What follows belongs to an exercise in optimizing a design on an open flow for small area, a short achievable clock period and few clock cycles per item; a production flow would make more cautious choices.
Where RTL was checked, it was by simulation tests only, not by an equivalence proof against the original.
Power figures rest on the tool's default switching activity, not on a simulated workload.

== quartz ==
==> module huff_top, before the edit <==
module huff_top
(
  input  logic       clk,
  input  logic       rst,
  input  logic       sym_req,
  input  logic [3:0] sym,
  output logic       sym_ack,
  output logic       table_start,
  output logic       table_valid,
  output logic       table_bit,
  output logic       table_done
);
  localparam logic [8:0] WMAX = 9'h1FF;         
  localparam logic [1:0] M_INIT = 2'd0;         
  localparam logic [1:0] M_COLL = 2'd1;         
  localparam logic [1:0] M_WAIT = 2'd2;         
  localparam logic [1:0] M_BLD  = 2'd3;         
  logic [1:0] mode;
  logic [3:0] p;                                
  logic       first;                            
  logic       last_p;                           
  logic [3:0] rnd;                              
  logic [7:0] blk;                              
  logic       take;
  logic       wrdy;                             
  logic       fin;                              
  logic       merged;                           
  logic [3:0] symq;                             
  logic       tq;                               
  assign last_p = (p == 4'd9);
  logic       open_in;                          
  logic       absorb;                           
  logic [15:0] full;                            
  assign open_in = (mode == M_COLL) | merged;
  assign absorb  = ~merged;
  assign take    = sym_req & ~sym_ack & open_in & ~full[sym];
  assign merged = (mode == M_BLD) & (rnd != 4'd0);
  logic [8:0] w  [10];                          
  logic [3:0] sm [10];                          
  logic [3:0] n;                                
  logic [3:0] n2;                               
  logic [3:0] sm_n2;
  logic [3:0] smq;                              
  always_comb
  begin
    full = '0;
    for (int i = 0; i < 10; i++)
      full[i] = &sm[i];
  end
  assign n  = last_p ? 4'd0 : p + 4'd1;
  always_comb
  begin
    sm_n2 = '0;
    for (int i = 0; i < 10; i++)
      if (n2 == 4'(i))
        sm_n2 = sm[i];
  end
  logic [8:0] best_w, sec_w, sum_r;
  logic [3:0] best_i, sec_i, a_r, b_r;
  logic [8:0] sumv;
  logic [8:0] xd;                               
  logic       lt_b, lt_s;
  logic       mod_en;                           
  logic [3:0] a_e, b_e;
  assign sumv   = best_w + sec_w;               
  assign xd     = ~(first & merged) ? w[0] :
                  (best_i == 4'd0) ? WMAX : ((sec_i == 4'd0) ? sumv : w[0]);
  assign lt_b   = (w[0] <= best_w);             
  assign lt_s   = (w[0] <= sec_w);
  assign mod_en = merged & ~last_p;
  assign a_e    = first ? best_i : a_r;
  assign b_e    = first ? sec_i : b_r;
  always_ff @(posedge clk)
  begin
    for (int i = 0; i < 8; i++)
      w[i+1] <= w[i+2];
    w[9] <= ((mode == M_INIT) || (mode == M_BLD && rnd == 4'd8)) ? 9'd0 : xd;
    if (mode == M_INIT)
      w[0] <= 9'd0;
    else if (mod_en && n == a_e)
      w[0] <= WMAX;
    else if (mod_en && n == b_e)
      w[0] <= first ? sumv : sum_r;
    else
      w[0] <= w[1] + (absorb ? {5'd0, smq} : 9'd0);
    smq  <= (mode == M_INIT || !absorb) ? 4'd0 : sm_n2;
    for (int i = 0; i < 10; i++)
      sm[i] <= ((absorb && n2 == 4'(i)) ? 4'd0 : sm[i]) + {3'd0, tq && (symq == 4'(i))};
    symq <= sym;
    tq   <= take;
    if (first)
    begin
      best_w <= xd;
      best_i <= p;
      sec_w  <= WMAX;
      sum_r  <= sumv;                           
      a_r    <= best_i;
      b_r    <= sec_i;
    end
    else if (lt_b)
    begin
      best_w <= w[0];
      best_i <= p;
      sec_w  <= best_w;
      sec_i  <= best_i;
    end
    else if (lt_s)
    begin
      sec_w <= w[0];
      sec_i <= p;
    end
  end
  logic [7:0] rec [9];                          
  logic [3:0] q;                                
  logic [3:0] ra, rb;
  assign ra = rec[0][7:4];
  assign rb = rec[0][3:0];
  always_ff @(posedge clk)
  begin
    for (int i = 0; i < 8; i++)
      rec[i] <= rec[i+1];
    rec[8] <= (first && (merged || fin)) ? {best_i, sec_i} : rec[0];
  end
  localparam logic [1:0] E_IDLE = 2'd0;
  localparam logic [1:0] E_SYNC = 2'd1;         
  localparam logic [1:0] E_WALK = 2'd2;         
  localparam logic [1:0] E_EMIT = 2'd3;         
  logic [1:0] est;
  logic [3:0] dig;
  logic [3:0] s;                                
  logic [9:0] code;                             
  logic       last_bit;
  assign last_bit = (code[9:1] == 9'd1);
  always_ff @(posedge clk)
  begin
    case (est)
      E_WALK:
        if (s == ra)
        begin
          code <= {code[8:0], 1'b0};
          s    <= rb;
        end
        else if (s == rb)
          code <= {code[8:0], 1'b1};
      E_EMIT:
      begin
        code <= {1'b0, code[9:1]};
        if (last_bit)
        begin
          dig <= dig + 4'd1;
          s   <= dig + 4'd1;
        end
      end
      default:
        ;
    endcase
    if (fin)
    begin
      dig  <= '0;
      s    <= '0;
      code <= 10'd1;
    end
  end
  always_ff @(posedge clk or negedge rst)
  begin
    if (!rst)
    begin
      mode        <= M_INIT;
      p           <= '0;
      n2          <= 4'd2;
      first       <= 1'b1;
      rnd         <= '0;
      blk         <= '0;
      wrdy        <= 1'b0;
      fin         <= 1'b0;
      sym_ack     <= 1'b0;
      q           <= '0;
      est         <= E_IDLE;
      table_start <= 1'b0;
      table_valid <= 1'b0;
      table_bit   <= 1'b0;
      table_done  <= 1'b0;
    end
    else
    begin
      p       <= n;
      n2      <= (n2 == 4'd9) ? 4'd0 : n2 + 4'd1;
      first   <= last_p;
      sym_ack <= sym_req & (sym_ack | (open_in & ~full[sym]));
      if (tq)
        blk <= blk + 8'd1;
      fin <= 1'b0;
      case (mode)
        M_INIT:
          if (last_p)
            mode <= M_COLL;
        M_COLL:
          if (tq && blk == 8'd255)
            mode <= M_WAIT;
        M_WAIT:
          if (p == 4'd8)
            wrdy <= 1'b1;
          else if (last_p && wrdy)
          begin
            wrdy <= 1'b0;
            mode <= M_BLD;
            rnd  <= '0;
          end
        default:
          if (last_p)
          begin
            rnd <= rnd + 4'd1;
            if (rnd == 4'd8)
            begin
              mode <= M_COLL;
              fin  <= 1'b1;
            end
          end
      endcase
      q <= (fin || q == 4'd8) ? 4'd0 : q + 4'd1;
      table_start <= 1'b0;
      table_valid <= 1'b0;
      table_bit   <= 1'b0;
      table_done  <= 1'b0;
      case (est)
        E_IDLE:
          ;
        E_SYNC:
          if (dig == 4'd10)
          begin
            table_done <= 1'b1;
            est        <= E_IDLE;
          end
          else if (q == 4'd8)
            est <= E_WALK;
        E_WALK:
          if (q == 4'd8)
            est <= E_EMIT;
        default:
        begin
          table_valid <= 1'b1;
          table_bit   <= code[0];
          if (last_bit)
            est <= (q == 4'd8 && dig != 4'd9) ? E_WALK : E_SYNC;
        end
      endcase
      if (fin)
      begin
        table_start <= 1'b1;
        est         <= E_WALK;
      end
    end
  end
endmodule
make LEC_CHECK=0 ABC_AREA=1 CAP_MARGIN=20 CORE_MARGIN=2 CORE_UTILIZATION=40 CTS_BUF_LIST=sky130_fd_sc_hd__clkbuf_8 CTS_CLUSTER_DIAMETER=50 CTS_CLUSTER_SIZE=16 PLACE_DENSITY=0.6 SETUP_SLACK_MARGIN=2.7 SLEW_MARGIN=20 finish   # period 5.0 ns
run.sh (not shown) runs the stock make flow with config.mk's settings and CLKGATE_MAP_FILE= SYNTH_SCRIPT=/design/flow/synth_recipe.tcl, a recipe that flattens the netlist after the stock synthesis.
The following lists how sierra was set up differently from quartz:
--- a/flow/design.v
+++ b/flow/design.v
@@ -34,9 +34,8 @@
   logic [15:0] full;                            
   assign open_in = (mode == M_COLL) | merged;
   assign absorb  = ~merged;
   assign take    = sym_req & ~sym_ack & open_in & ~full[sym];
-  assign merged = (mode == M_BLD) & (rnd != 4'd0);
   logic [8:0] w  [10];                          
   logic [3:0] sm [10];                          
   logic [3:0] n;                                
   logic [3:0] n2;                               
@@ -82,9 +81,9 @@
       w[0] <= WMAX;
     else if (mod_en && n == b_e)
       w[0] <= first ? sumv : sum_r;
     else
-      w[0] <= w[1] + (absorb ? {5'd0, smq} : 9'd0);
+      w[0] <= w[1] + {5'd0, smq};                
     smq  <= (mode == M_INIT || !absorb) ? 4'd0 : sm_n2;
     for (int i = 0; i < 10; i++)
       sm[i] <= ((absorb && n2 == 4'(i)) ? 4'd0 : sm[i]) + {3'd0, tq && (symq == 4'(i))};
     symq <= sym;
@@ -169,8 +168,9 @@
       mode        <= M_INIT;
       p           <= '0;
       n2          <= 4'd2;
       first       <= 1'b1;
+      merged      <= 1'b0;
       rnd         <= '0;
       blk         <= '0;
       wrdy        <= 1'b0;
       fin         <= 1'b0;
@@ -184,8 +184,10 @@
     end
     else
     begin
       p       <= n;
+      if (mode == M_BLD && last_p)
+        merged <= (rnd != 4'd8);                
       n2      <= (n2 == 4'd9) ? 4'd0 : n2 + 4'd1;
       first   <= last_p;
       sym_ack <= sym_req & (sym_ack | (open_in & ~full[sym]));
       if (tq)
Findings:
- Compared with quartz, in sierra total leakage power saw a decrease; cell-internal power has increased; core utilization decreased by 0.81 points relative to the old numbers; switching fraction of total power barely changed.
- Cmp sierra and quartz / synthesized area / higher: quartz
- On sierra: share of the synthesized area in compound gates (AO/OA/AOI/OAI) is 1.1 points higher than what quartz gave.
- The clock-pin slew reported for the worst setup and hold paths after clock tree synthesis was comparable across sierra and quartz.
- Against quartz, sierra comes in 3 lower on count of TritonRoute iterations in the first routing pass.
- Relative to quartz, slew at the pin closest to its max-slew limit has increased by 0.042 ns in sierra.
- When the final numbers for sierra and quartz were put side by side, the post-layout instance area turned out to be smaller in sierra.
- Looking at startpoint of the most critical setup path, the rnd[0]$_DFFE_PN0P_ result is from quartz; the table_bit$_DFF_PN0_ one comes from sierra.
- Looking at post-CTS repair timing setup buffer count across sierra and quartz, the one that comes out higher is quartz.
Testbench counts of sierra, summed over its fixed seeds: cycles 36,143, blocks 64.
For quartz, only the layout was checked, not whether the RTL still works.

-- static timing again, ports no longer ideal --
The results above use ideal ports. As a check the final layouts listed here were re-extracted and re-timed, cells and wires unchanged.
Step 1, drivers: a clkbuf_16 drives clk and a buf_2 each remaining input, both assumed.
Step 2 moves the port delays by t, midway between the first and last clock arrival at a register: inputs arrive t later, outputs are due t later. That takes back most of the time a late clock gives input paths.
Three values: ideal, step 1, step 2; two values: the first two.
| run | t, ns | setup WS [ns] | worst hold slack (ns) | worst setup path after step 2 | worst data-port slew with drivers (ns) |
|---|---|---|---|---|---|
| quartz | 0.583 | 2.666 / 2.666 / 2.483 | 0.320 / 0.320 / 0.320 | input to register | 0.03 |
| sierra | 0.629 | 2.773 / 2.731 / 2.384 | 0.328 / 0.328 / 0.328 | input to register | 0.03 |
After both steps setup and hold are still met in every run listed. For sierra, which loses most, drivers alone change the setup slack by -0.042 ns; drivers and shift together by -0.389 ns.
